From an optimization exercise on the open Yosys and OpenROAD flow, aimed at small area and a short achievable clock period; shortcuts taken in it are not production practice. RTL that was checked went through simulation tests only; none was proved equivalent to the original. The RTL of runs 4 to 7 was laid out without a check of its function. Power and IR drop assume default switching activity.

===== config.mk =====
export PLATFORM = sky130hd
export DESIGN_NAME = exec_stage
export DESIGN_NICKNAME = exec_stage
export VERILOG_FILES = /design/flow/design.v
export SDC_FILE = /design/flow/constraint.sdc
export NUM_CORES = 4
export LEC_CHECK = 0
export ABC_AREA = 1
export CAP_MARGIN = 20
export CORE_MARGIN = 2
export CORE_UTILIZATION = 60
export SETUP_SLACK_MARGIN = 2.5
export SLEW_MARGIN = 20

===== constraint.sdc =====
create_clock -name core_clock -period 6.0 [get_ports {clk}]
set_input_delay 1.2000 -clock core_clock [delete_from_list [all_inputs] [get_ports {clk}]]
set_output_delay 1.2000 -clock core_clock [all_outputs]
set_load 0.01 [all_outputs]

===== design.v =====
package exec_pkg;
    localparam int IMM_W       = 16;
    localparam int LINK_OFFSET = 8;
    localparam int SLOT_OFFSET = 4;
    typedef logic [31:0] word_t;
    typedef logic [4:0]  reg_idx_t;
    typedef enum logic [3:0] {
        ADD,
        ADDU,
        SUB,
        SUBU,
        AND,
        OR,
        XOR,
        NOR,
        SLT,
        SLTU,
        SLL,
        SRL,
        SRA,
        LUI
    } alu_op_e;
    typedef enum logic [2:0] {
        BEQ,
        BNE,
        BGEZ,
        BGTZ,
        BLEZ,
        BLTZ
    } branch_e;
    typedef enum logic [1:0] {
        MSIZE1,
        MSIZE2,
        MSIZE4
    } msize_e;
    typedef enum logic [1:0] {
        CM_NONE,
        CM_MOVZ,
        CM_MOVN
    } cmove_e;
    typedef struct packed {
        alu_op_e alu_op;
        logic    imm_src;
        logic    zero_ext;
        logic    shamt_valid;
        logic    memtoreg;
        logic    memwrite;
        msize_e  msize;
        logic    regwrite;
        logic    tne;
        cmove_e  cmove;
        logic    is_link;
        logic    branch;
        branch_e branch_type;
        logic    jump;
        logic    jr;
    } ctl_t;
    typedef struct packed {
        logic overflow;
        logic adel;
        logic ades;
        logic trap;
    } exc_t;
    typedef struct packed {
        logic  bypass;
        word_t data;
    } bypass_t;
    typedef struct packed {
        logic             valid;
        word_t            pc;
        word_t            raw_instr;
        word_t            rd1;
        word_t            rd2;
        logic [IMM_W-1:0] imm;
        reg_idx_t         rdst;
        ctl_t             ctl;
        logic             pre_taken;
        word_t            pre_pc;
        logic             in_exc;
    } issue_t;
    typedef struct packed {
        logic     valid;
        word_t    pc;
        word_t    alu_out;
        word_t    srca;
        word_t    srcb;
        reg_idx_t rdst;
        logic     regwrite;
        logic     memtoreg;
        logic     memwrite;
        msize_e   msize;
        exc_t     exc;
    } result_t;
    function automatic word_t ext_imm(logic [IMM_W-1:0] imm, logic zero_ext);
        if (zero_ext) begin
            ext_imm = {{(32-IMM_W){1'b0}}, imm};
        end else begin
            ext_imm = {{(32-IMM_W){imm[IMM_W-1]}}, imm};
        end
    endfunction
    function automatic logic misaligned(msize_e size, logic [1:0] addr_lo);
        misaligned = ((size == exec_pkg::MSIZE2) && addr_lo[0]) || ((size == exec_pkg::MSIZE4) && (addr_lo != 2'b00));
    endfunction
endpackage
`timescale 1ns/1ps
module exec_alu (
    input  exec_pkg::word_t   a_i,
    input  exec_pkg::word_t   b_i,
    input  exec_pkg::alu_op_e op_i,
    output logic              arith_sel_o,
    output exec_pkg::word_t   arith_o,
    output exec_pkg::word_t   other_o,
    output logic [1:0]        y_lo_o,
    output logic              overflow_o
);
    logic        sub;
    logic        is_addsub;
    logic        is_cmp;
    logic [31:0] bx;
    logic [33:0] sum_c;
    logic [32:0] sum;
    logic        slt;
    logic        sltu;
    logic        cmp;
    logic [4:0]  shamt;
    logic        is_sll;
    logic        fill;
    logic [31:0] sh_in;
    logic [31:0] sh0, sh1, sh2, sh3, sh4;
    logic [31:0] sh_rev;
    assign is_addsub = (op_i[3:2] == 2'b00);
    assign is_cmp    = (op_i[3:1] == 3'b100);
    assign sub = (op_i[3:1] == 3'b001) || is_cmp;
    assign bx  = b_i ^ {32{sub}};
    assign sum_c = {1'b0, a_i, 1'b1} + {1'b0, bx, sub};
    assign sum   = sum_c[33:1];
    assign overflow_o = is_addsub && !op_i[0] &&
                        (a_i[31] == bx[31]) && (sum[31] != a_i[31]);
    assign slt  = (a_i[31] ^ b_i[31]) ? a_i[31] : sum[31];
    assign sltu = !sum[32];
    assign cmp  = op_i[0] ? sltu : slt;
    assign arith_sel_o = is_addsub || is_cmp;
    assign arith_o     = is_cmp ? {31'b0, cmp} : sum[31:0];
    assign shamt  = a_i[4:0];
    assign is_sll = (op_i == exec_pkg::SLL);
    assign fill   = (op_i == exec_pkg::SRA) && b_i[31];
    always_comb begin
        for (int i = 0; i < 32; i++) begin
            sh_in[i] = is_sll ? b_i[31-i] : b_i[i];
        end
        sh0 = shamt[0] ? {{1{fill}},  sh_in[31:1]}  : sh_in;
        sh1 = shamt[1] ? {{2{fill}},  sh0[31:2]}    : sh0;
        sh2 = shamt[2] ? {{4{fill}},  sh1[31:4]}    : sh1;
        sh3 = shamt[3] ? {{8{fill}},  sh2[31:8]}    : sh2;
        sh4 = shamt[4] ? {{16{fill}}, sh3[31:16]}   : sh3;
        for (int i = 0; i < 32; i++) begin
            sh_rev[i] = sh4[31-i];
        end
    end
    always_comb begin
        case (op_i)
            exec_pkg::AND:  other_o = a_i & b_i;
            exec_pkg::OR:   other_o = a_i | b_i;
            exec_pkg::XOR:  other_o = a_i ^ b_i;
            exec_pkg::NOR:  other_o = ~(a_i | b_i);
            exec_pkg::SLL:  other_o = sh_rev;
            exec_pkg::SRL,
            exec_pkg::SRA:  other_o = sh4;
            exec_pkg::LUI:  other_o = {b_i[15:0], 16'b0};
            default:        other_o = '0;
        endcase
    end
    assign y_lo_o = arith_sel_o ? arith_o[1:0] : other_o[1:0];
endmodule
`timescale 1ns/1ps
module branch_resolve (
    input  exec_pkg::issue_t  issue_i,
    input  exec_pkg::bypass_t bypass_a_i,
    input  exec_pkg::word_t   rs_i,
    input  logic              rs_eq_rt_i,
    input  exec_pkg::word_t   pc8_i,
    output logic              cond_o,
    output logic              redirect_o,
    output exec_pkg::word_t   target_o
);
    exec_pkg::ctl_t  ctl;
    logic        rs_zero;
    logic        rs_neg;
    logic        tk_eq;
    logic        tk_ne;
    logic        taken;
    logic [29:0] br_word;
    logic [31:0] br_target;
    logic [3:0]  slot_hi;
    logic [31:0] j_target;
    logic [31:0] jmp_target;
    logic        is_jmp;
    logic        pre_taken;
    logic        eq_pc8;
    logic        eq_rs;
    logic        eq_j;
    logic        eq_jmp;
    exec_pkg::word_t tgt_taken;
    exec_pkg::word_t tgt_not;
    logic        red_taken;
    logic        red_not;
    assign ctl       = issue_i.ctl;
    assign pre_taken = issue_i.pre_taken;
    assign is_jmp    = ctl.jump || ctl.jr;
    assign rs_zero = bypass_a_i.bypass ? (bypass_a_i.data == '0) : (issue_i.rd1 == '0);
    assign rs_neg  = rs_i[31];
    function automatic logic br_taken(logic [2:0] bt, logic eq, logic neg, logic zero);
        case (bt)
            3'd0:    br_taken = eq;
            3'd1:    br_taken = !eq;
            3'd2:    br_taken = !neg;
            3'd3:    br_taken = !neg && !zero;
            3'd4:    br_taken = neg || zero;
            3'd5:    br_taken = neg;
            default: br_taken = 1'b0;
        endcase
    endfunction
    assign tk_eq = br_taken(ctl.branch_type, 1'b1, rs_neg, rs_zero);
    assign tk_ne = br_taken(ctl.branch_type, 1'b0, rs_neg, rs_zero);
    assign taken = rs_eq_rt_i ? tk_eq : tk_ne;
    assign cond_o = ctl.branch && taken;
    assign br_word   = issue_i.pc[31:2] + {{14{issue_i.raw_instr[15]}}, issue_i.raw_instr[15:0]} + 30'd1;
    assign br_target = {br_word, issue_i.pc[1:0]};
    assign slot_hi   = issue_i.pc[31:28] + {3'b000, &issue_i.pc[27:2]};
    assign j_target  = {slot_hi, issue_i.raw_instr[25:0], 2'b00};
    always_comb begin
        if (ctl.jr) begin
            jmp_target = rs_i;
        end else if (ctl.jump) begin
            jmp_target = j_target;
        end else begin
            jmp_target = '0;
        end
    end
    assign tgt_taken = (ctl.branch && !pre_taken) ? br_target : jmp_target;
    assign tgt_not   = (ctl.branch && pre_taken)  ? pc8_i     : jmp_target;
    assign target_o  = taken ? tgt_taken : tgt_not;
    logic [28:0] inc_x, inc_y, inc_d;
    logic [28:0] inc_ok;
    assign inc_x = issue_i.pc[31:3];
    assign inc_y = issue_i.pre_pc[31:3];
    assign inc_d = inc_x ^ inc_y;
    assign inc_ok[0] = inc_d[0];
    for (genvar i = 1; i < 29; i++) begin : g_inc
        assign inc_ok[i] = inc_d[i] == (inc_x[i-1] && !inc_y[i-1]);
    end
    assign eq_pc8 = (&inc_ok) && (issue_i.pre_pc[2:0] == issue_i.pc[2:0]);
    assign eq_rs  = (issue_i.pre_pc == rs_i);
    logic       slot_carry;
    logic [3:0] pc_hi_inc;
    assign slot_carry = &issue_i.pc[27:2];
    assign pc_hi_inc  = issue_i.pc[31:28] + 4'd1;
    assign eq_j = (issue_i.pre_pc[27:0] == {issue_i.raw_instr[25:0], 2'b00}) &&
                  (slot_carry ? (issue_i.pre_pc[31:28] == pc_hi_inc)
                              : (issue_i.pre_pc[31:28] == issue_i.pc[31:28]));
    assign eq_jmp = ctl.jr ? eq_rs : eq_j;
    assign red_taken = issue_i.valid &&
                       ((ctl.branch && !pre_taken) ||
                        (is_jmp && !(pre_taken && eq_jmp)));
    assign red_not   = issue_i.valid &&
                       ((ctl.branch && pre_taken) ||
                        (is_jmp && !(pre_taken && (ctl.branch ? eq_pc8 : eq_jmp))));
    assign redirect_o = taken ? red_taken : red_not;
endmodule
`timescale 1ns/1ps
module exec_lane (
    input  exec_pkg::issue_t  issue_i,
    input  exec_pkg::bypass_t bypass_a_i,
    input  exec_pkg::bypass_t bypass_b_i,
    output exec_pkg::word_t   rs_o,
    output exec_pkg::word_t   rt_o,
    output logic              rs_eq_rt_o,
    output exec_pkg::word_t   pc8_o,
    output logic              arith_sel_o,
    output exec_pkg::word_t   arith_o,
    output exec_pkg::word_t   other_o,
    output logic              regwrite_o,
    output logic              addr_bad_o,
    output logic              overflow_o,
    output logic              trap_o
);
    exec_pkg::ctl_t  ctl;
    exec_pkg::word_t rs;
    exec_pkg::word_t rt;
    exec_pkg::word_t imm_ext;
    exec_pkg::word_t op_a;
    exec_pkg::word_t op_b;
    logic            alu_arith_sel;
    exec_pkg::word_t alu_other;
    logic [1:0]      y_lo;
    logic            rt_zero;
    logic            cm_fail;
    assign ctl = issue_i.ctl;
    assign rs = bypass_a_i.bypass ? bypass_a_i.data : issue_i.rd1;
    assign rt = bypass_b_i.bypass ? bypass_b_i.data : issue_i.rd2;
    assign rs_o = rs;
    assign rt_o = rt;
    assign rs_eq_rt_o = (rs == rt);
    assign rt_zero    = (rt == '0);
    assign imm_ext = exec_pkg::ext_imm(issue_i.imm, ctl.zero_ext);
    assign op_a = ctl.shamt_valid ? {27'b0, issue_i.raw_instr[10:6]} : rs;
    assign op_b = ctl.imm_src ? imm_ext : rt;
    exec_alu i_alu (
        .a_i         (op_a),
        .b_i         (op_b),
        .op_i        (ctl.alu_op),
        .arith_sel_o (alu_arith_sel),
        .arith_o     (arith_o),
        .other_o     (alu_other),
        .y_lo_o      (y_lo),
        .overflow_o  (overflow_o)
    );
    assign pc8_o       = {issue_i.pc[31:3] + 29'd1, issue_i.pc[2:0]};
    assign arith_sel_o = alu_arith_sel && !ctl.is_link;
    assign other_o     = ctl.is_link ? pc8_o : alu_other;
    assign addr_bad_o = exec_pkg::misaligned(ctl.msize, y_lo);
    always_comb begin
        case (ctl.cmove)
            exec_pkg::CM_MOVZ: cm_fail = !rt_zero;
            exec_pkg::CM_MOVN: cm_fail = rt_zero;
            default:           cm_fail = 1'b0;
        endcase
    end
    assign regwrite_o = ctl.regwrite && !cm_fail;
    assign trap_o     = ctl.tne && rs_eq_rt_o;
endmodule
`timescale 1ns/1ps
module exec_stage (
    input  logic            clk,
    input  logic            rst_i,
    input  logic [411:0]    issue_i,
    input  logic [65:0]     bypass_a_i,
    input  logic [65:0]     bypass_b_i,
    output logic [285:0]    result_o,
    output logic            redirect_o,
    output exec_pkg::word_t redirect_pc_o,
    output logic            branch_cond_o
);
    exec_pkg::issue_t  iss0;
    exec_pkg::issue_t  iss1;
    exec_pkg::bypass_t byp_a0;
    exec_pkg::bypass_t byp_a1;
    exec_pkg::bypass_t byp_b0;
    exec_pkg::bypass_t byp_b1;
    exec_pkg::word_t rs0, rt0, pc8_0, arith0, other0;
    exec_pkg::word_t rs1, rt1, pc8_1, arith1, other1;
    logic            asel0, asel1;
    logic            eq0, rw0, bad0, ovf0, trap0;
    logic            eq1, rw1, bad1, ovf1, trap1;
    logic            br_cond;
    logic            br_redirect;
    exec_pkg::word_t br_target;
    assign iss0   = issue_i[205:0];
    assign iss1   = issue_i[411:206];
    assign byp_a0 = bypass_a_i[32:0];
    assign byp_a1 = bypass_a_i[65:33];
    assign byp_b0 = bypass_b_i[32:0];
    assign byp_b1 = bypass_b_i[65:33];
    exec_lane i_lane0 (
        .issue_i    (iss0),
        .bypass_a_i (byp_a0),
        .bypass_b_i (byp_b0),
        .rs_o       (rs0),
        .rt_o       (rt0),
        .rs_eq_rt_o (eq0),
        .pc8_o      (pc8_0),
        .arith_sel_o(asel0),
        .arith_o    (arith0),
        .other_o    (other0),
        .regwrite_o (rw0),
        .addr_bad_o (bad0),
        .overflow_o (ovf0),
        .trap_o     (trap0)
    );
    exec_lane i_lane1 (
        .issue_i    (iss1),
        .bypass_a_i (byp_a1),
        .bypass_b_i (byp_b1),
        .rs_o       (rs1),
        .rt_o       (rt1),
        .rs_eq_rt_o (eq1),
        .pc8_o      (pc8_1),
        .arith_sel_o(asel1),
        .arith_o    (arith1),
        .other_o    (other1),
        .regwrite_o (rw1),
        .addr_bad_o (bad1),
        .overflow_o (ovf1),
        .trap_o     (trap1)
    );
    branch_resolve i_branch (
        .issue_i    (iss1),
        .bypass_a_i (byp_a1),
        .rs_i       (rs1),
        .rs_eq_rt_i (eq1),
        .pc8_i      (pc8_1),
        .cond_o     (br_cond),
        .redirect_o (br_redirect),
        .target_o   (br_target)
    );
    logic            v0_q, v1_q;
    logic            redirect_q, cond_q;
    exec_pkg::word_t pc0_q, arith0_q, other0_q, srca0_q, srcb0_q;
    exec_pkg::word_t pc1_q, arith1_q, other1_q, srca1_q, srcb1_q;
    logic            asel0_q, asel1_q;
    logic [4:0]      rdst0_q, rdst1_q;
    logic [1:0]      msize0_q, msize1_q;
    logic            rw0_q, mtr0_q, mw0_q, bad0_q, ovf0_q, trap0_q;
    logic            rw1_q, mtr1_q, mw1_q, bad1_q, ovf1_q, trap1_q;
    logic            x1_q;
    exec_pkg::word_t target_q;
    always_ff @(posedge clk) begin
        if (rst_i) begin
            v0_q       <= 1'b0;
            v1_q       <= 1'b0;
            redirect_q <= 1'b0;
            cond_q     <= 1'b0;
        end else begin
            v0_q       <= iss0.valid;
            v1_q       <= iss1.valid;
            redirect_q <= br_redirect;
            cond_q     <= br_cond;
        end
    end
    always_ff @(posedge clk) begin
        pc0_q    <= iss0.pc;
        asel0_q  <= asel0;
        arith0_q <= arith0;
        other0_q <= other0;
        srca0_q  <= rs0;
        srcb0_q  <= rt0;
        rdst0_q  <= iss0.rdst;
        msize0_q <= iss0.ctl.msize;
        rw0_q    <= rw0;
        mtr0_q   <= iss0.ctl.memtoreg;
        mw0_q    <= iss0.ctl.memwrite;
        bad0_q   <= bad0;
        ovf0_q   <= ovf0;
        trap0_q  <= trap0;
        pc1_q    <= iss1.pc;
        asel1_q  <= asel1;
        arith1_q <= arith1;
        other1_q <= other1;
        srca1_q  <= rs1;
        srcb1_q  <= rt1;
        rdst1_q  <= iss1.rdst;
        msize1_q <= iss1.ctl.msize;
        rw1_q    <= rw1;
        mtr1_q   <= iss1.ctl.memtoreg;
        mw1_q    <= iss1.ctl.memwrite;
        bad1_q   <= bad1;
        ovf1_q   <= ovf1;
        trap1_q  <= trap1;
        x1_q     <= iss1.in_exc || trap1;
        target_q <= br_target;
    end
    logic l1_exc;
    logic adel0, ades0, adel1, ades1;
    assign adel0  = mtr0_q && bad0_q;
    assign ades0  = mw0_q && bad0_q;
    assign adel1  = mtr1_q && bad1_q;
    assign ades1  = mw1_q && bad1_q;
    assign l1_exc = v1_q && (x1_q || ovf1_q || ((mtr1_q || mw1_q) && bad1_q));
    exec_pkg::result_t out0;
    exec_pkg::result_t out1;
    always_comb begin
        out0.valid        = v0_q && !(v1_q && ovf1_q);
        out0.pc           = pc0_q;
        out0.alu_out      = asel0_q ? arith0_q : other0_q;
        out0.srca         = srca0_q;
        out0.srcb         = srcb0_q;
        out0.rdst         = rdst0_q;
        out0.regwrite     = rw0_q;
        out0.memtoreg     = mtr0_q && !bad0_q && !l1_exc;
        out0.memwrite     = mw0_q && !bad0_q && !l1_exc;
        out0.msize        = exec_pkg::msize_e'(msize0_q);
        out0.exc.overflow = ovf0_q;
        out0.exc.adel     = adel0;
        out0.exc.ades     = ades0;
        out0.exc.trap     = trap0_q;
        out1.valid        = v1_q;
        out1.pc           = pc1_q;
        out1.alu_out      = asel1_q ? arith1_q : other1_q;
        out1.srca         = srca1_q;
        out1.srcb         = srcb1_q;
        out1.rdst         = rdst1_q;
        out1.regwrite     = rw1_q;
        out1.memtoreg     = mtr1_q && !bad1_q;
        out1.memwrite     = mw1_q && !bad1_q;
        out1.msize        = exec_pkg::msize_e'(msize1_q);
        out1.exc.overflow = ovf1_q;
        out1.exc.adel     = adel1;
        out1.exc.ades     = ades1;
        out1.exc.trap     = trap1_q;
    end
    assign result_o      = {out1, out0};
    assign redirect_o    = redirect_q;
    assign redirect_pc_o = target_q;
    assign branch_cond_o = cond_q;
endmodule

===== flow/run.sh =====
#!/bin/bash
# Standard layout, with plain buffers (not delay cells) on the ports.
cp standard.sh standard_sh.txt
export BUFFER_PORTS_ARGS="-buffer_cell sky130_fd_sc_hd__buf_1"
bash standard.sh > standard.log 2>&1

===== standard.sh =====
#!/bin/bash
# synth_recipe.tcl (not shown) runs the flow's synth.tcl, then flattens the netlist and writes it again
# the make line also repeats each setting of config.mk as NAME=value (left out here)
make -C /OpenROAD-flow-scripts/flow DESIGN_CONFIG=/design/flow/config.mk WORK_HOME=/design/flow/orfs CLKGATE_MAP_FILE= SYNTH_SCRIPT=/design/flow/synth_recipe.tcl "${@:-finish}"

==> impl_results.md, run 1 <==
* Outcome: did not finish
* Stopped at: 3_2_place_iop
* Error: [ERROR PPL-0024] Number of IO pins (866) exceeds maximum number of available positions (856). Increase the die perimeter from 951.30um to 1177.76um.
* Top cells by area, synth: dfxtp_1 (23%), nand2_1 (15%), nand3_1 (10%)
* Seq cells post-synth at 385
* Number of synthesized flops with an enable pin at 0
* Row Count at 85
* Netlist Area Pre-Place at 32,800 µm²
* Dominant cell type by area after synthesis: dfxtp_1
* Starting density of the core at 60.8%
* Synth Instances at 5,148
* Distinct cells, synth at 60
* Async SR Flop Fraction at 0%
* Top FF cell, synth: dfxtp_1
* Die Ht at 238 µm
* Post-synthesis sequential area ratio at 23.5%
* Top-area cell type share of the netlist area at 23.5%
* Die W at between 200 and 250 µm
* Synthesized Nets at 5,947
* Syn avg cell area at 6.37 µm²
* Synth warnings at 4
[synth_stat cells (16+ instances only)]
master and n:
nand3_1 661, nand2_1 1268, dfxtp_1 385, buf_4 16, o2111ai_1 17, inv_1 566
o22ai_1 32, nor3_1 50, o21ai_0 318, nand4_1 55, xor2_1 154, xnor2_1 49
a221oi_1 39, buf_2 36, o211ai_1 25, nor2_1 344, buf_1 34, or2_2 58
clkbuf_1 132, a21oi_1 240, ha_1 252, o21a_1 27, a31oi_1 34, nor4_1 65
mux2_2 65, o21ai_1 50
[cell families after synthesis]
group                      count (synthesis)  synth area share, %
and+or+nand+nor                         2541                 33.5
buffers and inverters                    810                 9.71
AOI/OAI and AO/OA                        885                 15.8
DFF                                      385                 23.5
adders and majority gates                253                 9.67
muxes                                     71                 2.41
xor gates and xnor gates                 203                 5.42
==> inputs of run 2 (changes only) <==
--- a/config.mk
+++ b/config.mk
@@ -9,5 +9,5 @@
 export CAP_MARGIN = 20
 export CORE_MARGIN = 2
-export CORE_UTILIZATION = 60
-export SETUP_SLACK_MARGIN = 2.5
+export CORE_UTILIZATION = 40
+export SETUP_SLACK_MARGIN = 1.5
 export SLEW_MARGIN = 20
==> run 2 against run 1 <==
  * Now clean on timing, DRC and antenna
  * Synthesized cell count is the same
  * Area after synthesis is the same
==> impl_results.md, run 2 <==
* Most common cell after layout, fill and taps aside: nand2_1
* Min setup slack post-route at 1590 ps
* Critical path cell sequence: clkbuf_2, buf_6, o21ai_1, nor2_1, nor4_1, nand2_1, nor2_1, nand2_1, nor2_2, o31ai_1, o21ai_2, nand2_2, inv_2, o21ai_0, o21ai_1
* Hold buffers post-CTS at 0
* Seq cells post-synth at 385 (unchanged)
* Final net count at ~6,700
* Top FF cell, synth: dfxtp_1
* PortBufs at 792
* Startpoint Class: input port
* Initial antenna violation count at 6
* TNS Setup at 0 ps
* # DRC at 0
* Commonest non-fill, non-tap cells in the layout: nand2_1 (1,268), buf_1 (788), nand3_1 (661), inv_1 (565), dfxtp_1 (385)
* Largest net degree at the start of global routing at 66
* Row Count at 105 (+24%)
* Outcome: no timing/DRC/antenna violations
* Placed wire-length estimate at 140,000 µm
* LEAKAGE at 0.0183 µW
* CP arrival at 4940 ps
* Die Ht at 290 µm (+22%)
* Placer Congestion at 1.03
* ANT nets after route at 0
* First-pass GRT wire length at 243,000 µm
* Num CTS Buffers at 46
* Met2 WL post-DR at just under 80,000 µm
* Worst setup path start: bypass_a_i[65]
* Critical path's largest stage delay at roughly 850 ps
* Top Metal Used: met5
* Clk sinks at 385
* Async SR Flop Fraction at 0% (unchanged)
* Slew HR at 16.2%
* CP Class: input port to flop
* Netlist Area Pre-Place at 32,800 µm² (unchanged)
* DR vias at just under 40,000
* Most common cell in the netlist: nand2_1
* FMAX at roughly 0.23 GHz
* Post-synthesis sequential area ratio at 23.5% (unchanged)
* Crit path max fanout at 27
* CP Data Required Time at 6530 ps
* Clock root cell: clkbuf_16
* Total core area at 81,600 µm²
* Worst Hold Launch: issue_i[57]
* Die W at 290 µm (+22%)
* Place WS at 926 ps
* Fill count at around 9,000
* Initial DRC Count at 3,790
* Slew @ Worst Pin at 1240 ps
* Min Tclk post-route at 4410 ps
* Slew Limit Fails at 0
* I/O Pins at 866
* Syn avg cell area at 6.37 µm² (unchanged)
* Hold crit path type: input port to flop
* Number of synthesized flops with an enable pin at 0 (unchanged)
* Distinct cells, synth at 60 (unchanged)
* Synth Instances at 5,148 (unchanged)
* # setup viols final at 0
* Layout cells sized above 1 at 6.36%
* Element type at the critical path end: flop
* Wl on met1 at 64,700 µm
* Final wirelength at 170,000 µm
* WL met3 at 12,500 µm
* DIE AREA at 84,300 µm²
* Wirelength per Cell at 24.4 µm
* Clock Path Buffers at 3
* Drt pass-1 iters at 8
* Vias/cell at about 5.6
* Vias in the first global route at 36,680
* Area grow syn2layout at 17.8%
* Dominant cell type by area after synthesis: dfxtp_1
* Gr usage total at 38.6%
* Hold Fails Final Rpt at 0
* Max-Cap Viols at 0
* GR Overflow Total at 0
* CTS tree: built
* Commonest cells in the netlist: nand2_1 (1,268), nand3_1 (661), inv_1 (566)
* Clk pin slew, worst setup/hold paths at about 70 ps
* Crit share post-route at 73.5%
* Synth warnings at 4 (unchanged)
* Starting density of the core at 40.2% (-21 points)
* Power Density at 248 nW/µm²
* Synthesized Nets at 5,947 (unchanged)
* H-tree Lvls at 2
* Top-area cell type share of the netlist area at 23.5% (unchanged)
* Slowest CP cell: o21ai_1
* Top cells by area, synth: dfxtp_1 (23%), nand2_1 (15%), nand3_1 (10%)
* Peak supply drop at about 0.2 mV
* RSZ-0062 raised after global routing: yes
-- run 2: worst paths after layout --
path / cells past startpoint / slack (ps) / to
hold / removal: 1 / 680 / rdst0_q[1]
setup / recovery: 15 / 1590 / target_q[20]
-- run 2: critical path: cells and delay by family --
kind	cells	cell delay, ps
simple gates	7	1430
compound gates	5	1450
buf+inv	3	830
-- run 2: per-layer routing --
metal | vias up | track usage (%)
met5 | - | 0
met4 | 8 | 27.4
met3 | 482 | 6.19
met2 | 1995 | 65.2
met1 | 17815 | 44.6
li1 | 18675 | -
-- run 2: kinds of logic after synthesis --
group           after synthesis  share of synthesized area, %
simple gates               2541                          33.5
buf+inv                     810                          9.71
mux                          71                          2.41
xor+xnor                    203                          5.42
flops                       385                          23.5
compound gates              885                          15.8
fa+ha+maj                   253                          9.67
-- run 2: power by group --
part | internal [µW] | total, µW | switching [µW]
combinational | 1130 | 3710 | 2580
sequential | 2890 | 3010 | 128
clock | 1590 | 2870 | 1280
-- run 2: area by class of cell --
cell class	instances	area [µm²]	area share [%]
clock buffer	51	1200	3.10
sequential	385	7710	19.9
timing repair buffer	907	3850	9.95
inverter	586	2220	5.74
tap	1070	1340	3.46
clock inverter	29	313	0.809
multi-input combinational	3953	22000	57.0
antenna	3	7.51	0.0194
-- run 2: what timing repair did --
item,in CTS,in global routing
buffers inserted,0,1
resized for setup,0,30
endpoints found under the setup margin,0,35
-- run 2: stage by stage --
stage	instance area [µm²]	hold WS (ps)	power, µW	utilization [%]	instances
after global routing	38600	658	10100	47.4	6981
final	38600	679	9590	47.4	6984
after global placement	37100	1290	6670	45.4	6900
after detailed placement	37100	1290	6680	45.4	6900
after floorplan	32800	1230	5220	-	5148
after CTS	38600	650	9550	47.3	6980
==> inputs of run 3 (changes only) <==
--- a/config.mk
+++ b/config.mk
@@ -10,4 +10,4 @@
 export CORE_MARGIN = 2
 export CORE_UTILIZATION = 40
-export SETUP_SLACK_MARGIN = 1.5
+export SETUP_SLACK_MARGIN = 0.2
 export SLEW_MARGIN = 20
==> run 3 against run 2 <==
  * Area after synthesis is the same
  * Sequential cell count is the same
  * Fmax shrank 3.4%
  * First-iteration DRC count shrank 3.0%
  * Global-route usage is the same
  * Clock power is essentially flat
  * Total power shrank 0.11%
  * Die area is the same
  * Sequential share of layout area is essentially flat
  * Critical path type unchanged
  * Largest power group unchanged
==> impl_results.md, run 3 <==
* Outcome: no timing/DRC/antenna violations
* Initial antenna violation count at 6 (unchanged)
* Distinct cells, synth at 60 (unchanged)
* Max-Cap Viols at 0 (unchanged)
* Setup Fix Bufs, Post-CTS at 0 (unchanged)
* Synth Instances at 5,148 (unchanged)
* DIE AREA at 84,300 µm² (unchanged)
* WHS at 678 ps (-0.245 ps)
* Clock root cell: clkbuf_16
* CP Class: input port to flop
* Commonest cells in the netlist: nand2_1 (1,268), nand3_1 (661), inv_1 (566)
* Drt pass-1 iters at 9 (+1)
* Hold crit path type: input port to flop
* # DRC at 0 (unchanged)
* DR vias at 39,029 (+0.14%)
* Clock Path Buffers at 3 (unchanged)
* Number of synthesized flops with an enable pin at 0 (unchanged)
* ANT nets after route at 0 (unchanged)
* First-pass GRT wire length at 243,000 µm (unchanged)
* Final wirelength at 170,000 µm (about the same)
* CTS tree: built
* Wirelength per Cell at 24.4 µm (about the same)
* Fin util at 47.3% (-0.081 points)
* Total core area at 81,600 µm² (unchanged)
* Starting density of the core at 40.2% (unchanged)
* Synthesized Nets at 5,947 (unchanged)
* RSZ-0062 raised after global routing: no
* PortBufs at 792 (unchanged)
* Placed Area at 37,100 µm² (unchanged)
* Num CTS Buffers at 46 (unchanged)
* Vias in the first global route at 36,680 (unchanged)
* Placed wire-length estimate at 140,000 µm (unchanged)
* Min Tclk post-route at 4560 ps (+154 ps)
* Hold path cells at 1 (unchanged)
* Vias/cell at 5.59 (+0.15%)
* Peak supply drop at 0.200 mV (-0.40%)
* Fill count at 8,929 (+0.045%)
* Post-CTS sizing at 0 (unchanged)
* Startpoint Class: input port
* Fin area at 38,600 µm² (-0.17%)
* Seq cells post-synth at 385 (unchanged)
* H-tree Lvls at 2 (unchanged)
* Slew Limit Fails at 0 (unchanged)
* Initial DRC Count at 3,678 (-3.0%)
* Clk sinks at 385 (unchanged)
* Most common cell in the netlist: nand2_1
* Crit share post-route at 76.1% (+2.6 points)
* # setup viols final at 0 (unchanged)
* FMAX at 0.219 GHz (-3.4%)
* Hold buffers post-CTS at 0 (unchanged)
* Power Density at 248 nW/µm² (about the same)
* Largest net degree at the start of global routing at 66 (unchanged)
* Placer Congestion at 1.03 (unchanged)
* Gr usage total at 38.6% (unchanged)
* Row Count at 105 (unchanged)
* LEAKAGE at 0.0183 µW (about the same)
* Dominant cell type by area after synthesis: dfxtp_1
* Element type at the critical path end: flop
* Netlist Area Pre-Place at 32,800 µm² (unchanged)
* Top-area cell type share of the netlist area at 23.5% (unchanged)
* Layout cells sized above 1 at 6.14% (-0.22 points)
* Slew @ Worst Pin at 1300 ps (+56.3 ps)
* Commonest non-fill, non-tap cells in the layout: nand2_1 (1,268), buf_1 (789), nand3_1 (661), inv_1 (566), dfxtp_1 (385)
* Most common cell after layout, fill and taps aside: nand2_1
* Die Ht at 290 µm (unchanged)
* Worst Hold Launch: issue_i[57]
* GR Overflow Total at 0 (unchanged)
* Top cells by area, synth: dfxtp_1 (23%), nand2_1 (15%), nand3_1 (10%)
* Slew HR at 12.4% (-3.8 points)
* Die W at 290 µm (unchanged)
* Top FF cell, synth: dfxtp_1
* Post-synthesis sequential area ratio at 23.5% (unchanged)
* Crit path max fanout at 28 (+3.7%)
* TNS Setup at 0 ps (unchanged)
* CP Data Required Time at 6550 ps (+20 ps)
* Clk pin slew, worst setup/hold paths at 70 ps (about the same)
* Final net count at 6,677 (-0.015%)
* Syn avg cell area at 6.37 µm² (unchanged)
* Hold Path End: rdst0_q[1]
* Async SR Flop Fraction at 0% (unchanged)
* Synth warnings at 4 (unchanged)
* CP arrival at 5110 ps (+170 ps)
* Area grow syn2layout at 17.6%
* Hold Fails Final Rpt at 0 (unchanged)
* I/O Pins at 866 (unchanged)
## run 3: cell counts after synthesis
No cell type changed its count.
## run 3: kinds of logic (layout without fill, tap and decap cells)
family | Yosys count | count (layout) | synth area share, %
buf+inv | 810 | 1572 | 9.71
xor+xnor | 203 | 203 | 5.42
flops | 385 | 385 | 23.5
fa+ha+maj | 253 | 253 | 9.67
simple gates | 2541 | 2541 | 33.5
compound gates | 885 | 885 | 15.8
mux | 71 | 71 | 2.41
other cells | 0 | 3 | 0
## run 3: worst max-delay path: stages
cell and delay (ps):
clkbuf_2 250, inv_2 230, or2_2 320, o21ai_1 540, nor2_1 370, ha_1 470
a21oi_1 210, inv_1 80, a31oi_1 210, nor3_1 80, a211oi_1 170, nand2_1 200
nand2_1 120, nand3_1 90, nand3_1 100, nand2_1 70, nand2_1 140, nand3_1 90
a21oi_1 140
## run 3: worst max path at each step
stage	startpoint	end	slack (ps)	cells after the start
2_1_floorplan	issue_i[53]	arith0_q[30]	1760	24
3_3_place_gp	bypass_a_i[65]	bad1_q	960	19
3_5_place_dp	bypass_a_i[65]	bad1_q	930	19
4_1_cts	bypass_a_i[65]	bad1_q	1570	19
5_1_grt	bypass_a_i[32]	arith0_q[30]	1220	19
6_report	bypass_a_i[65]	bad1_q	1440	19
## run 3: per-stage QoR
stage | worst slack [ps] | instances | power, µW
final | 1440 | 6983 | 9580
after global routing | 1220 | 6980 | 10100
after CTS | 1570 | 6980 | 9550
after detailed placement | 926 | 6900 | 6680
after global placement | 955 | 6900 | 6670
after floorplan | 1760 | 5148 | 5220
## run 3: power breakdown
group | internal [µW] | leakage (µW) | switching [µW]
combinational | 1130 | 0.0143 | 2580
sequential | 2890 | 0.00324 | 128
clock | 1590 | 0.000728 | 1270
## run 3: final cells by class
| cell class | instances | area, µm² | area share (%) |
|---|---|---|---|
| multi-input combinational | 3953 | 22000 | 57.0 |
| sequential | 385 | 7710 | 20.0 |
| timing repair buffer | 906 | 3830 | 9.93 |
| inverter | 586 | 2200 | 5.70 |
| tap | 1070 | 1340 | 3.47 |
| clock buffer | 51 | 1200 | 3.11 |
| clock inverter | 29 | 313 | 0.811 |
| antenna | 3 | 7.51 | 0.0195 |
## run 3: metal layers
layer	up-vias	GRT usage, %	wire length, µm
li1	18662	-	-
met1	17831	44.6	64500
met2	2000	65.2	78700
met3	528	6.19	12700
met4	8	27.4	14500
met5	-	0	52
==> inputs of run 4 (changes only) <==
--- a/design.v
+++ b/design.v
@@ -241,22 +241,7 @@
     assign tgt_not   = (ctl.branch && pre_taken)  ? pc8_i     : jmp_target;
     assign target_o  = taken ? tgt_taken : tgt_not;
-    logic [28:0] inc_x, inc_y, inc_d;
-    logic [28:0] inc_ok;
-    assign inc_x = issue_i.pc[31:3];
-    assign inc_y = issue_i.pre_pc[31:3];
-    assign inc_d = inc_x ^ inc_y;
-    assign inc_ok[0] = inc_d[0];
-    for (genvar i = 1; i < 29; i++) begin : g_inc
-        assign inc_ok[i] = inc_d[i] == (inc_x[i-1] && !inc_y[i-1]);
-    end
-    assign eq_pc8 = (&inc_ok) && (issue_i.pre_pc[2:0] == issue_i.pc[2:0]);
+    assign eq_pc8 = (issue_i.pre_pc == pc8_i);
     assign eq_rs  = (issue_i.pre_pc == rs_i);
-    logic       slot_carry;
-    logic [3:0] pc_hi_inc;
-    assign slot_carry = &issue_i.pc[27:2];
-    assign pc_hi_inc  = issue_i.pc[31:28] + 4'd1;
-    assign eq_j = (issue_i.pre_pc[27:0] == {issue_i.raw_instr[25:0], 2'b00}) &&
-                  (slot_carry ? (issue_i.pre_pc[31:28] == pc_hi_inc)
-                              : (issue_i.pre_pc[31:28] == issue_i.pc[31:28]));
+    assign eq_j   = (issue_i.pre_pc == j_target);
     assign eq_jmp = ctl.jr ? eq_rs : eq_j;
     assign red_taken = issue_i.valid &&
--- a/config.mk
+++ b/config.mk
@@ -6,5 +6,4 @@
 export NUM_CORES = 4
 export LEC_CHECK = 0
-export ABC_AREA = 1
 export CAP_MARGIN = 20
 export CORE_MARGIN = 2
==> run 4 against run 3 <==
  * Via count is 11% lower
  * Worst setup slack worse by 480 ps
  * Worst hold slack worse by 11 ps
  * Critical path depth is 3 lower
  * First-iteration DRC count is 1.2% higher
  * Highest routed layer unchanged
  * Critical endpoint unchanged
  * Still clean
  * Area after synthesis is 1.1% lower
  * Sequential share of layout area is 0.21 points lower
==> impl_results.md, run 4 <==
* Outcome: no timing/DRC/antenna violations
* Combinational Power Share at 41.2% (+2.5 points)
* Critical path's largest stage delay at 490 ps (-50 ps)
* Power Density at 264 nW/µm² (+6.2%)
* CTS tree: built
* Slew Limit Fails at 0 (unchanged)
* Syn avg cell area at 8.21 µm² (+29%)
* Netlist Area Pre-Place at 32,400 µm² (-1.1%)
* Sw Ratio at 39.9% (-1.6 points)
* Crit share post-route at 84.0% (+7.9 points)
* Sequential share of power at 29.5% (-1.9 points)
* PortBufs at 792 (unchanged)
* Crit path max fanout at 21 (-25%)
* Hold buffers post-CTS at 0 (unchanged)
* Async SR Flop Fraction at 0% (unchanged)
* Row Count at 104 (-0.95%)
* Final net count at 5,524 (-17%)
* Die W at 289 µm (-0.56%)
* Most used cell, CP: and3_1
* Drt pass-1 iters at 6 (-3)
* Total core area at 80,400 µm² (-1.4%)
* Top FF cell, synth: dfxtp_1
* Setup Fix Bufs, Post-CTS at 0 (unchanged)
* Largest net degree at the start of global routing at 77 (+17%)
* Placed Cells at 5,765 (-16%)
* H-tree Lvls at 2 (unchanged)
* RSZ-0062 raised after global routing: no
* Dominant cell type by area after synthesis: dfxtp_1
* Commonest non-fill, non-tap cells in the layout: buf_1 (781), dfxtp_1 (385), nor2_1 (323), inv_1 (280), nand2_1 (273)
* Initial DRC Count at 3,723 (+1.2%)
* Seq cells post-synth at 385 (unchanged)
* Vias in the first global route at 32,236 (-12%)
* Min Tclk post-route at 5040 ps (+477 ps)
* CP Class: input port to flop
* # setup viols final at 0 (unchanged)
* Distinct cells, synth at 95 (+58%)
* Clock Path Buffers at 3 (unchanged)
* Placer Congestion at 1.06 (+2.8%)
* CP top delay family: compound AO/OA/AOI/OAI gates
* Synthesized Nets at 4,722 (-21%)
* Vias/cell at 5.91 (+5.8%)
* GR Overflow Total at 0 (unchanged)
* Fin cells at 5,863 (-16%)
* Post-synthesis sequential area ratio at 23.8% (+0.27 points)
* Hold Fails Final Rpt at 0 (unchanged)
* CP Data Required Time at 6540 ps (about the same)
* Synth warnings at 4 (unchanged)
* Max-Cap Viols at 0 (unchanged)
* Post-CTS sizing at 0 (unchanged)
* # DRC at 0 (unchanged)
* Top cells by area, synth: dfxtp_1 (24%), ha_1 (8.6%), mux2i_1 (8.0%)
* FMAX at 0.198 GHz (-9.5%)
* Fin area at 39,000 µm² (+1.1%)
* CP arrival at 5580 ps (+470 ps)
* Critical path cell sequence: clkbuf_2, mux2_2, mux2i_1, inv_1, xnor2_1, ha_1, and3_1, and2_1, and3_1, o2111a_1, o31ai_1, a21oi_1, o21ai_0, nand3_1, and3_1, o22ai_1
* Clk sinks at 385 (unchanged)
* Clk pin slew, worst setup/hold paths at 60 ps (about the same)
* TNS Setup at 0 ps (unchanged)
* Total chip power at 10,300 µW (+7.4%)
* Most common cell after layout, fill and taps aside: buf_1
* LEAKAGE at 0.0167 µW (-8.7%)
* Peak supply drop at 0.217 mV (+8.6%)
* Clock root cell: clkbuf_16
* Final wirelength at 168,000 µm (-1.4%)
* I/O Pins at 866 (unchanged)
* Clk pwr share at 29.2% (-0.7 points)
* Net Switching at 4110 µW (+3.3%)
* Num CTS Buffers at 47 (+2.2%)
* Hold crit path type: input port to flop
* Layout cells sized above 1 at 12.6% (+6.4 points)
* Slew HR at 20.0% (+7.6 points)
* Gr usage total at 38.3% (-0.34 points)
* Starting density of the core at 40.3% (+0.12 points)
* DIE AREA at 83,400 µm² (-1.1%)
* First-pass GRT wire length at 231,000 µm (-4.8%)
* Fin util at 48.5% (+1.2 points)
* DR vias at 34,676 (-11%)
* Wirelength per Cell at 28.7 µm (+17%)
* Placed Area at 37,300 µm² (+0.67%)
* Element type at the critical path end: flop
* Top-area cell type share of the netlist area at 23.8% (+0.27 points)
* Slew @ Worst Pin at 1200 ps (-100 ps)
* Placed wire-length estimate at 138,000 µm (-1.4%)
* Synth Instances at 3,952 (-23%)
* Startpoint Class: input port
* Commonest cells in the netlist: dfxtp_1 (385), nor2_1 (325), inv_1 (280)
* Die Ht at 289 µm (-0.56%)
* Int Pwr at 6180 µW (+10%)
* Slowest CP cell: mux2i_1
* Initial antenna violation count at 17 (+11)
* Number of synthesized flops with an enable pin at 0 (unchanged)
* Area grow syn2layout at 20.2%
* CP Buf/Inv Count at 2 (-1)
* Most common cell in the netlist: dfxtp_1
* ANT nets after route at 0 (unchanged)
==> run 4: cell count changes in the layout (fill, tap and decap cells not counted), sizes merged, moves of 93 or more <==
cell   delta
mux2i   +270
inv     -295
o21ai   -133
nand2   -998
mux2    +110
nand3   -600
xnor2   +187
buf      +93
==> run 4: cell families (layout without fill, tap and decap cells) <==
family	count (synthesis)	count (layout)	synth area share, %
AOI/OAI and AO/OA	998	998	20.7
xor gates and xnor gates	336	336	9.16
adders and majority gates	224	224	8.67
buffers and inverters	544	1383	6.96
DFF	385	385	23.8
muxes	468	468	16.3
other	0	12	0
and+or+nand+nor	997	997	14.5
==> run 4: worst paths after layout <==
| check | slack [ps] | end | depth (start not counted) | from |
|---|---|---|---|---|
| worst max-delay path | 960 | bad1_q | 16 | bypass_b_i[65] |
| worst min-delay path | 670 | rdst0_q[2] | 1 | issue_i[58] |
==> run 4: per-layer routing <==
metal | track usage [%] | vias up | routed length [µm]
li1 | - | 15764 | -
met1 | 49.0 | 16565 | 68100
met2 | 60.0 | 1927 | 74300
met3 | 7.10 | 414 | 14400
met4 | 22.6 | 6 | 11200
met5 | 0 | - | 47
==> run 4: power groups by stage <==
| stage | combinational (µW) | clock [µW] | sequential (µW) |
|---|---|---|---|
| 2_1_floorplan | 2480 | 0 | 3090 |
| 3_3_place_gp | 4120 | 0 | 3080 |
| 3_5_place_dp | 4110 | 0 | 3080 |
| 4_1_cts | 4140 | 3050 | 3030 |
| 5_1_grt | 4490 | 3150 | 3060 |
| 6_report | 4240 | 3010 | 3040 |
==> run 4: cell type report <==
cell class	instances	area, µm²
fill	8199	41400
antenna	12	30.0
clock inverter	25	327
tap	1060	1330
clock buffer	61	1320
sequential	385	7710
multi-input combinational	3023	22600
inverter	290	1090
timing repair buffer	1007	4640
==> run 4: per-stage QoR <==
| stage | setup WS (ps) | hold WS, ps |
|---|---|---|
| after floorplan | 849 | 1230 |
| after global placement | 587 | 1290 |
| after detailed placement | 502 | 1300 |
| after CTS | 1120 | 644 |
| after global routing | 795 | 657 |
| final | 959 | 667 |
==> inputs of run 5 (changes only) <==
--- a/config.mk
+++ b/config.mk
@@ -6,4 +6,5 @@
 export NUM_CORES = 4
 export LEC_CHECK = 0
+export ABC_AREA = 1
 export CAP_MARGIN = 20
 export CORE_MARGIN = 2
==> run 5 against run 4 <==
  * Critical path depth up 12
  * Wire length decreased by 6.9%
  * Critical path type unchanged
  * Via count increased by 7.7%
  * Largest power group unchanged
  * Die area shrank 3.4%
  * Area after synthesis fell by 3.4%
  * Worst setup slack improved by 88 ps
  * Sequential power is 1% lower
  * Combinational power shrank 15%
  * Clock power about the same
  * Sequential cell count is the same
==> impl_results.md, run 5 <==
* Outcome: no timing/DRC/antenna violations
* Area grow syn2layout at 18.6%
* # DRC at 0 (unchanged)
* Synth Instances at 4,886 (+24%)
* Crit share post-route at 82.5% (-1.5 points)
* Min Tclk post-route at 4950 ps (-88.5 ps)
* Number of synthesized flops with an enable pin at 0 (unchanged)
* Sequential share of power at 31.2% (+1.7 points)
* Sw Ratio at 40.8% (+0.83 points)
* Initial antenna violation count at 6 (-11)
* CTS tree: built
* Synth warnings at 4 (unchanged)
* GR Overflow Total at 0 (unchanged)
* Initial DRC Count at 4,076 (+9.5%)
* Element type at the critical path end: flop
* Clock root cell: clkbuf_16
* Hold Fails Final Rpt at 0 (unchanged)
* Setup Fix Bufs, Post-CTS at 0 (unchanged)
* Post-CTS sizing at 0 (unchanged)
* # setup viols final at 0 (unchanged)
* CP arrival at 5440 ps (-140 ps)
* Hold crit path type: input port to flop
* Clk pin slew, worst setup/hold paths at 60 ps (about the same)
* Wirelength per Cell at 23.3 µm (-19%)
* Net Switching at 3920 µW (-4.6%)
* Fin util at 47.9% (-0.55 points)
* CP Data Required Time at 6490 ps (-50 ps)
* Final wirelength at 156,000 µm (-6.9%)
* Most common cell in the netlist: nand2_1
* Seq cells post-synth at 385 (unchanged)
* H-tree Lvls at 2 (unchanged)
* Top cells by area, synth: dfxtp_1 (25%), nand2_1 (14%), nand3_1 (9.5%)
* Hold path cells at 1 (unchanged)
* Startpoint Class: input port
* Final net count at 6,393 (+16%)
* Synthesized Nets at 5,656 (+20%)
* Clk pwr share at 31.2% (+2.0 points)
* Layout cells sized above 1 at 6.73% (-5.8 points)
* Combinational Power Share at 37.6% (-3.6 points)
* Total core area at 77,500 µm² (-3.7%)
* WHS at 686 ps (+19.2 ps)
* Slew @ Worst Pin at 1190 ps (-6.45 ps)
* Dominant cell type by area after synthesis: dfxtp_1
* Commonest cells in the netlist: nand2_1 (1,161), nand3_1 (592), inv_1 (521)
* Starting density of the core at 40.4% (+0.10 points)
* CP Class: input port to flop
* Post-synthesis sequential area ratio at 24.6% (+0.84 points)
* Gr usage total at 37.0% (-1.3 points)
* DIE AREA at 80,600 µm² (-3.4%)
* Netlist Area Pre-Place at 31,300 µm² (-3.4%)
* Row Count at 102 (-1.9%)
* Placer Congestion at 1.04 (-2.2%)
* RSZ-0062 raised after global routing: no
* LEAKAGE at 0.0173 µW (+3.7%)
* Placed wire-length estimate at 128,000 µm (-7.4%)
* Top FF cell, synth: dfxtp_1
* FMAX at 0.202 GHz (+1.8%)
* Die Ht at 284 µm (-1.7%)
* Worst Hold Launch: issue_i[263]
* First-pass GRT wire length at 225,000 µm (-2.8%)
* Largest net degree at the start of global routing at 52 (-32%)
* Int Pwr at 5700 µW (-7.8%)
* Fin area at 37,100 µm² (-4.8%)
* I/O Pins at 866 (unchanged)
* Clk sinks at 385 (unchanged)
* Clock Path Buffers at 3 (unchanged)
* Die W at 284 µm (-1.7%)
* Worst setup path start: issue_i[382]
* Slew Limit Fails at 0 (unchanged)
* Async SR Flop Fraction at 0% (unchanged)
* Max-Cap Viols at 0 (unchanged)
* TNS Setup at 0 ps (unchanged)
* Commonest non-fill, non-tap cells in the layout: nand2_1 (1,161), buf_1 (788), nand3_1 (592), inv_1 (521), dfxtp_1 (385)
* ANT nets after route at 0 (unchanged)
* Syn avg cell area at 6.41 µm² (-22%)
* Vias/cell at 5.57 (-5.8%)
* Drt pass-1 iters at 9 (+3)
* Distinct cells, synth at 61 (-36%)
* PortBufs at 792 (unchanged)
* Top-area cell type share of the netlist area at 24.6% (+0.84 points)
* Power Density at 259 nW/µm² (-1.9%)
* Peak supply drop at 0.243 mV (+12%)
* Slew HR at 18.4% (-1.6 points)
* DR vias at 37,356 (+7.7%)
* Vias in the first global route at 34,892 (+8.2%)
* Num CTS Buffers at 47 (unchanged)
* Crit path max fanout at 4 (-81%)
* Most common cell after layout, fill and taps aside: nand2_1
* Placed Area at 35,500 µm² (-4.9%)
* Hold buffers post-CTS at 0 (unchanged)
## run 5: cell types whose count changed in the layout (fill, tap and decap cells not counted), moves of 91 or more
| cell | previous run | this run |
|---|---|---|
| xnor2_1 | 236 | 44 |
| nand3_1 | 61 | 592 |
| inv_1 | 280 | 521 |
| nand2_1 | 273 | 1161 |
| buf_4 | 212 | 121 |
| mux2i_1 | 255 | 0 |
| o21ai_1 | 16 | 119 |
## run 5: layout make-up
class,instances,area [µm²]
fillers,8263,40300
clock inverters,32,360
flip-flops and latches,385,7710
diodes,3,7.51
multi-input cells,3731,20600
inverters,544,2040
repair buffers,914,3910
well taps,1040,1300
clock buffers,56,1250
## run 5: kinds of logic after synthesis
| family | count (synthesis) | share of synthesized area [%] |
|---|---|---|
| AO/OA/AOI/OAI | 931 | 17.3 |
| AND/OR/NAND/NOR | 2346 | 32.3 |
| XOR/XNOR | 164 | 4.59 |
| multiplexers | 66 | 2.37 |
| buffers and inverters | 770 | 9.85 |
| flip-flops | 385 | 24.6 |
| adder cells (fa/ha/maj) | 224 | 8.97 |
## run 5: metrics by stage
| stage | instances | setup WS, ps | total power (µW) |
|---|---|---|---|
| 2_1_floorplan | 4886 | 1780 | 5180 |
| 3_3_place_gp | 6613 | 674 | 6550 |
| 3_5_place_dp | 6613 | 595 | 6560 |
| 4_1_cts | 6701 | 1190 | 9560 |
| 5_1_grt | 6704 | 586 | 10100 |
| 6_report | 6705 | 1050 | 9620 |
## run 5: final timing paths
check	endpoint	slack (ps)
worst min-delay path	rdst1_q[1]	690
worst max-delay path	redirect_q	1050
## run 5: per-layer routing
layer	up-vias	global-route usage, %	wire length (µm)
li1	17826	-	-
met1	17028	44.0	59500
met2	2026	60.5	70400
met3	474	5.92	13300
met4	2	27.0	13300
met5	-	0	16
## run 5: worst max-delay path, cell delays in order
cell and delay (ps):
buf_1 280, nand2_1 90, nor2_1 170, nand3_1 180
nor2_2 250, inv_1 100, nor2_2 140, nand4_1 130
nor3_2 230, nand3_1 150, nor2_2 180, nand4_1 150
nor2_1 130, nand3_1 100, nor2_1 130, ha_1 190
ha_1 160, xor2_1 160, o21ai_0 140, xnor2_1 170
nor2_1 120, nand4_1 110, nor2_1 140, nand3_1 110
nand2_1 80, o21ai_0 70, a21oi_1 300, nor2_1 70
## run 5: power groups by stage
stage,Sequential [µW],Combinational (µW),Clock [µW]
4_1_cts,3000,3530,3030
5_1_grt,3020,3900,3130
6_report,3000,3620,3000
2_1_floorplan,3080,2100,0
3_3_place_gp,3050,3500,0
3_5_place_dp,3050,3510,0
==> inputs of run 6 (changes only) <==
--- a/config.mk
+++ b/config.mk
@@ -6,8 +6,7 @@
 export NUM_CORES = 4
 export LEC_CHECK = 0
-export ABC_AREA = 1
 export CAP_MARGIN = 20
 export CORE_MARGIN = 2
 export CORE_UTILIZATION = 40
-export SETUP_SLACK_MARGIN = 0.2
+export SETUP_SLACK_MARGIN = 3.0
 export SLEW_MARGIN = 20
==> run 6 against run 5 <==
  * Sequential share of layout area down 5.9 points
  * Die area up 3.5%
  * Still clean
  * Core utilization up 17 points
  * Via count grew 6.7%
  * Clock-buffer cell count rose by 1
  * Critical path type unchanged
  * Worst hold slack lost 5.6 ps
  * First-iteration DRC count up 8.3%
  * Wire length up 26%
  * Worst setup slack improved by 730 ps
  * Sequential power grew 1%
  * Cell count fell by 3.8%
  * Sequential cell count did not move
==> impl_results.md, run 6 <==
* Worst setup path start: bypass_b_i[65]
* Clk pin slew, worst setup/hold paths at 60 ps (about the same)
* Crit share post-route at 70.4% (-12 points)
* Slew @ Worst Pin at 1220 ps (+23.0 ps)
* Worst Hold Launch: issue_i[47]
* Max-Cap Viols at 0 (unchanged)
* Clk sinks at 385 (unchanged)
* Wirelength per Cell at 30.6 µm (+31%)
* Post-synthesis sequential area ratio at 23.8% (-0.84 points)
* Hold Fails Final Rpt at 0 (unchanged)
* Seq cells post-synth at 385 (unchanged)
* Gr usage total at 44.3% (+7.3 points)
* Hold path cells at 1 (unchanged)
* Netlist Area Pre-Place at 32,400 µm² (+3.5%)
* Starting density of the core at 40.3% (-0.10 points)
* Top FF cell, synth: dfxtp_1
* Synth warnings at 4 (unchanged)
* Number of synthesized flops with an enable pin at 0 (unchanged)
* Layout cells sized above 1 at 36.5% (+30 points)
* Vias/cell at 6.18 (+11%)
* Most common cell after layout, fill and taps aside: buf_1
* Placed wire-length estimate at 138,000 µm (+8.1%)
* Most common cell in the netlist: dfxtp_1
* ANT nets after route at 0 (unchanged)
* Largest net degree at the start of global routing at 74 (+42%)
* Area grow syn2layout at 60.1%
* Distinct cells, synth at 95 (+56%)
* Die W at 289 µm (+1.7%)
* Clock Path Buffers at 3 (unchanged)
* WHS at 681 ps (-5.64 ps)
* DIE AREA at 83,400 µm² (+3.5%)
* Num CTS Buffers at 44 (-6.4%)
* Hold Path End: mw0_q
* # DRC at 0 (unchanged)
* First-pass GRT wire length at 266,000 µm (+18%)
* Drt pass-1 iters at 9 (unchanged)
* Final net count at 6,103 (-4.5%)
* Commonest non-fill, non-tap cells in the layout: buf_1 (753), buf_4 (535), dfxtp_1 (384), nor2_1 (276), nand2_1 (246)
* Synthesized Nets at 4,722 (-17%)
* CP arrival at 4570 ps (-870 ps)
* Hold crit path type: input port to flop
* Element type at the critical path end: flop
* Top cells by area, synth: dfxtp_1 (24%), ha_1 (8.6%), mux2i_1 (8.0%)
* CP Data Required Time at 6350 ps (-140 ps)
* PortBufs at 792 (unchanged)
* Vias in the first global route at 37,206 (+6.6%)
* Initial DRC Count at 4,413 (+8.3%)
* Min Tclk post-route at 4220 ps (-729 ps)
* GR Overflow Total at 0 (unchanged)
* DR vias at 39,843 (+6.7%)
* FMAX at 0.237 GHz (+17%)
* Syn avg cell area at 8.21 µm² (+28%)
* Peak supply drop at 0.255 mV (+5.2%)
* CTS tree: built
* I/O Pins at 866 (unchanged)
* Dominant cell type by area after synthesis: dfxtp_1
* Final wirelength at 198,000 µm (+26%)
* LEAKAGE at 0.0215 µW (+24%)
* TNS Setup at 0 ps (unchanged)
* CP Class: input port to flop
* Initial antenna violation count at 35 (+29)
* Slew Limit Fails at 0 (unchanged)
* Clock root cell: clkbuf_16
* # setup viols final at 0 (unchanged)
* Synth Instances at 3,952 (-19%)
* RSZ-0062 raised after global routing: yes
* Top-area cell type share of the netlist area at 23.8% (-0.84 points)
* Row Count at 104 (+2.0%)
* Commonest cells in the netlist: dfxtp_1 (385), nor2_1 (325), inv_1 (280)
* Power Density at 239 nW/µm² (-7.5%)
* Die Ht at 289 µm (+1.7%)
* Crit path max fanout at 6 (+2)
* Startpoint Class: input port
* Outcome: no timing/DRC/antenna violations
* H-tree Lvls at 2 (unchanged)
* Placer Congestion at 1.03 (-0.79%)
* Async SR Flop Fraction at 0% (unchanged)
* Total core area at 80,400 µm² (+3.8%)
* Slew HR at 18.6% (+0.23 points)
## run 6: repair_timing
item                                   4_1_cts  5_1_grt
endpoints found under the hold margin        0        0
setup endpoints to repair                  233      185
buffers inserted                           391      182
hold buffers                                 0        0
gates cloned                                37        5
pin swaps                                  293      252
gates resized for setup                    961      360
## run 6: layer usage
| layer | share of wire, % | global-route usage (%) |
|---|---|---|
| met1 | 33 | 46.6 |
| met4 | 12 | 41.5 |
| met2 | 44 | 69.1 |
| met3 | 11 | 15.8 |
| met5 | 0.086 | 0 |
## run 6: cell type report
| class | count | area (µm²) |
|---|---|---|
| tap | 1060 | 1330 |
| inverter | 290 | 1240 |
| clock inverter | 23 | 262 |
| timing repair inverter | 9 | 111 |
| timing repair buffer | 1577 | 11100 |
| sequential | 385 | 7710 |
| multi-input combinational | 3026 | 28900 |
| fill | 6572 | 28500 |
| antenna | 20 | 50.0 |
| clock buffer | 57 | 1230 |
## run 6: worst max path at each step
stage          cells after the start      endpoint  slack [ps]
6_report                          13  other1_q[12]        1780
5_1_grt                           15        bad1_q        1850
4_1_cts                           17        bad0_q        2070
3_5_place_dp                      15        bad0_q         620
3_3_place_gp                      15  arith0_q[25]         620
2_1_floorplan                     17  arith0_q[30]        1390
## run 6: kinds of logic after synthesis
| group | synth area share (%) |
|---|---|
| muxes | 16.3 |
| and+or+nand+nor | 14.5 |
| xor gates and xnor gates | 9.16 |
| AOI/OAI and AO/OA | 20.7 |
| adders and majority gates | 8.67 |
| buffers and inverters | 6.96 |
| DFF | 23.8 |
## run 6: power by group
part / switching [µW] / total (µW) / internal [µW]
clock: 1200 / 2800 / 1600
sequential: 135 / 3040 / 2910
combinational: 3730 / 6590 / 2860
total: 5060 / 12400 / 7370
## run 6: critical path: stages
cell	delay (ps)
buf_8	120
mux2_2	450
o211ai_1	880
buf_4	260
o211ai_1	110
buf_4	150
o211ai_1	180
nand3_1	120
o21a_1	160
mux2i_1	140
a21boi_1	110
a222oi_1	390
o22ai_2	290
## run 6: per-stage QoR
step	utilization, %	setup WS, ps	std cells	total power (µW)	instance area, µm²
after CTS	60.4	2070	6240	11600	48500
after detailed placement	47.7	616	5732	7400	38400
after global placement	47.7	620	5732	7400	38400
after floorplan	-	1390	3952	5830	34300
after global routing	64.6	1850	6438	12800	51900
final	64.6	1780	6447	12400	51900
==> inputs of run 7 (changes only) <==
--- a/design.v
+++ b/design.v
@@ -160,8 +160,8 @@
     always_comb begin
         case (op_i)
-            exec_pkg::AND:  other_o = a_i & b_i;
-            exec_pkg::OR:   other_o = a_i | b_i;
-            exec_pkg::XOR:  other_o = a_i ^ b_i;
-            exec_pkg::NOR:  other_o = ~(a_i | b_i);
+            exec_pkg::AND:  other_o = a_i & bx;
+            exec_pkg::OR:   other_o = a_i | bx;
+            exec_pkg::XOR:  other_o = a_i ^ bx;
+            exec_pkg::NOR:  other_o = ~(a_i | bx);
             exec_pkg::SLL:  other_o = sh_rev;
             exec_pkg::SRL,
@@ -241,7 +241,22 @@
     assign tgt_not   = (ctl.branch && pre_taken)  ? pc8_i     : jmp_target;
     assign target_o  = taken ? tgt_taken : tgt_not;
-    assign eq_pc8 = (issue_i.pre_pc == pc8_i);
+    logic [28:0] inc_x, inc_y, inc_d;
+    logic [28:0] inc_ok;
+    assign inc_x = issue_i.pc[31:3];
+    assign inc_y = issue_i.pre_pc[31:3];
+    assign inc_d = inc_x ^ inc_y;
+    assign inc_ok[0] = inc_d[0];
+    for (genvar i = 1; i < 29; i++) begin : g_inc
+        assign inc_ok[i] = inc_d[i] == (inc_x[i-1] && !inc_y[i-1]);
+    end
+    assign eq_pc8 = (&inc_ok) && (issue_i.pre_pc[2:0] == issue_i.pc[2:0]);
     assign eq_rs  = (issue_i.pre_pc == rs_i);
-    assign eq_j   = (issue_i.pre_pc == j_target);
+    logic       slot_carry;
+    logic [3:0] pc_hi_inc;
+    assign slot_carry = &issue_i.pc[27:2];
+    assign pc_hi_inc  = issue_i.pc[31:28] + 4'd1;
+    assign eq_j = (issue_i.pre_pc[27:0] == {issue_i.raw_instr[25:0], 2'b00}) &&
+                  (slot_carry ? (issue_i.pre_pc[31:28] == pc_hi_inc)
+                              : (issue_i.pre_pc[31:28] == issue_i.pc[31:28]));
     assign eq_jmp = ctl.jr ? eq_rs : eq_j;
     assign red_taken = issue_i.valid &&
@@ -391,7 +406,6 @@
     logic            v0_q, v1_q;
     logic            redirect_q, cond_q;
-    exec_pkg::word_t pc0_q, arith0_q, other0_q, srca0_q, srcb0_q;
-    exec_pkg::word_t pc1_q, arith1_q, other1_q, srca1_q, srcb1_q;
-    logic            asel0_q, asel1_q;
+    exec_pkg::word_t pc0_q, alu0_q, srca0_q, srcb0_q;
+    exec_pkg::word_t pc1_q, alu1_q, srca1_q, srcb1_q;
     logic [4:0]      rdst0_q, rdst1_q;
     logic [1:0]      msize0_q, msize1_q;
@@ -415,7 +429,5 @@
     always_ff @(posedge clk) begin
         pc0_q    <= iss0.pc;
-        asel0_q  <= asel0;
-        arith0_q <= arith0;
-        other0_q <= other0;
+        alu0_q   <= asel0 ? arith0 : other0;
         srca0_q  <= rs0;
         srcb0_q  <= rt0;
@@ -429,7 +441,5 @@
         trap0_q  <= trap0;
         pc1_q    <= iss1.pc;
-        asel1_q  <= asel1;
-        arith1_q <= arith1;
-        other1_q <= other1;
+        alu1_q   <= asel1 ? arith1 : other1;
         srca1_q  <= rs1;
         srcb1_q  <= rt1;
@@ -457,5 +467,5 @@
         out0.valid        = v0_q && !(v1_q && ovf1_q);
         out0.pc           = pc0_q;
-        out0.alu_out      = asel0_q ? arith0_q : other0_q;
+        out0.alu_out      = alu0_q;
         out0.srca         = srca0_q;
         out0.srcb         = srcb0_q;
@@ -471,5 +481,5 @@
         out1.valid        = v1_q;
         out1.pc           = pc1_q;
-        out1.alu_out      = asel1_q ? arith1_q : other1_q;
+        out1.alu_out      = alu1_q;
         out1.srca         = srca1_q;
         out1.srcb         = srcb1_q;
--- a/config.mk
+++ b/config.mk
@@ -6,4 +6,5 @@
 export NUM_CORES = 4
 export LEC_CHECK = 0
+export ABC_AREA = 1
 export CAP_MARGIN = 20
 export CORE_MARGIN = 2
==> run 7 against run 6 <==
  * Global-route usage is 2.0 points higher
  * Wire length is 0.48% higher
  * Clock power is 13% lower
  * Core utilization is 2.6 points higher
  * Cell count is 11% higher
  * Synthesized cell count is 23% higher
  * Critical path depth is 9 higher
  * First-iteration DRC count is 36% higher
  * Still clean
  * Critical path type unchanged
==> impl_results.md, run 7 <==
* Outcome: no timing/DRC/antenna violations
* ANT nets after route at 0 (unchanged)
* Largest net degree at the start of global routing at 49 (-34%)
* TNS Setup at 0 ps (unchanged)
* Fill count at 6,352 (-3.3%)
* Hold Path End: rdst1_q[3]
* Die W at 277 µm (-4.2%)
* Multi-input gate area at 28,000 µm² (-3.2%)
* Clock Path Buffers at 3 (unchanged)
* Placer Congestion at 1.14 (+11%)
* Total chip power at 10,900 µW (-13%)
* Row Count at 99 (-4.8%)
* CP Data Required Time at 6480 ps (+130 ps)
* Clock root cell: clkbuf_16
* Crit share post-route at 60.9% (-9.5 points)
* Netlist Area Pre-Place at 29,700 µm² (-8.4%)
* Synth warnings at 4 (unchanged)
* Hold path cells at 1 (unchanged)
* Commonest cells in the netlist: nand2_1 (1,154), nand3_1 (727), inv_1 (571)
* Final wirelength at 199,000 µm (+0.48%)
* GR Overflow Total at 0 (unchanged)
* Layout cells sized above 1 at 32.8% (-3.7 points)
* Element type at the critical path end: flop
* FMAX at 0.274 GHz (+16%)
* Most common cell after layout, fill and taps aside: nand2_1
* Post-synthesis sequential area ratio at 21.5% (-2.3 points)
* Synthesized Nets at 5,600 (+19%)
* Commonest non-fill, non-tap cells in the layout: nand2_1 (811), buf_1 (756), nand3_1 (549), inv_1 (507), buf_4 (409)
* Slew @ Worst Pin at 1190 ps (-21.6 ps)
* Vias in the first global route at 39,278 (+5.6%)
* Syn avg cell area at 6.11 µm² (-26%)
* Hold crit path type: input port to flop
* Slew Limit Fails at 0 (unchanged)
* Slew HR at 20.3% (+1.7 points)
* PortBufs at 792 (unchanged)
* Vias/cell at 6.10 (-1.3%)
* Crit path max fanout at 8 (+2)
* H-tree Lvls at 2 (unchanged)
* CTS tree: built
* Async SR Flop Fraction at 0% (unchanged)
* DIE AREA at 76,500 µm² (-8.2%)
* # setup viols final at 0 (unchanged)
* Clk pin slew, worst setup/hold paths at 60 ps (about the same)
* LEAKAGE at 0.0218 µW (+1.0%)
* I/O Pins at 866 (unchanged)
* Placed wire-length estimate at 144,000 µm (+4.2%)
* Initial antenna violation count at 20 (-43%)
* Max-Cap Viols at 0 (unchanged)
* Total core area at 73,200 µm² (-9.0%)
-- run 7: worst max path at each step --
stage | slack [ps] | depth (start not counted) | endpoint | start
after global placement | 310 | 25 | bad0_q | bypass_a_i[32]
after global routing | 2190 | 21 | redirect_q | issue_i[385]
after CTS | 2340 | 21 | redirect_q | issue_i[385]
after floorplan | 2230 | 22 | alu0_q[26] | issue_i[51]
after detailed placement | 290 | 25 | bad0_q | bypass_a_i[32]
final | 2340 | 22 | alu0_q[0] | bypass_a_i[32]
-- run 7: what timing repair did --
action | in CTS | in global routing
pin swaps | 289 | 395
resized for setup | 1131 | 860
setup endpoints to repair | 108 | 105
setup buffers | 278 | 231
hold buffers | 0 | 0
gates cloned | 31 | 17
-- run 7: cell families after synthesis --
group	share of synthesized area, %
AO/OA/AOI/OAI	17.3
XOR/XNOR	5.92
adder cells (fa/ha/maj)	8.07
buffers and inverters	10.5
flip-flops	21.5
multiplexers	0.135
AND/OR/NAND/NOR	36.6
-- run 7: critical path: stages --
cell and delay [ps]:
buf_12 100, buf_12 160, buf_12 120, inv_6 40, or2_2 280, o21ai_2 180
nor2_2 190, ha_4 380, nand2_2 100, nor2_2 150, inv_2 80, o21ai_2 170
a31oi_1 110, buf_4 190, nand2_4 90, nand2_4 60, nand3_2 70, nand2_2 60
nand2_2 90, nand3_2 100, nand2_4 120, o21ai_1 70
-- run 7: per-layer routing --
metal	vias up	track usage, %	share of wire [%]
met2	3478	71.4	42
met3	1038	12.9	13
met5	-	0	0.071
met4	8	38.6	11
li1	18876	-	-
met1	20118	53.4	34
-- run 7: layout make-up --
type	count	share of cell area (%)
repair buffers	1424	19.7
diodes	14	0.0712
flip-flops and latches	319	13.0
multi-input cells	3748	56.8
clock buffers	45	2.09
inverters	584	5.02
repair inverters	17	0.336
clock inverters	25	0.499
well taps	959	2.44
-- run 7: report_power, final --
part           internal, µW  switching [µW]  total (µW)
combinational          2310            3670        5980
sequential             2330             112        2440
clock                  1350            1090        2440
-- run 7: metrics by stage --
step	hold slack [ps]	setup WS, ps	utilization (%)	cells	cell area [µm²]
detailed placement	1290	290	47.4	6494	34700
global route	683	2190	67.2	7134	49200
CTS	676	2340	59.3	6873	43400
floorplan	1230	2230	-	4863	31100
finish	692	2340	67.2	7135	49200
global placement	1290	311	47.4	6494	34700

Re-timed with assumed drivers on the ports (clkbuf_16 on the clock, buf_2 on other inputs), run 7 has 2.308 ns of setup slack against 2.344 ns with ideal ports, and 1.652 ns once port delays also move by the mid clock arrival of 0.656 ns.
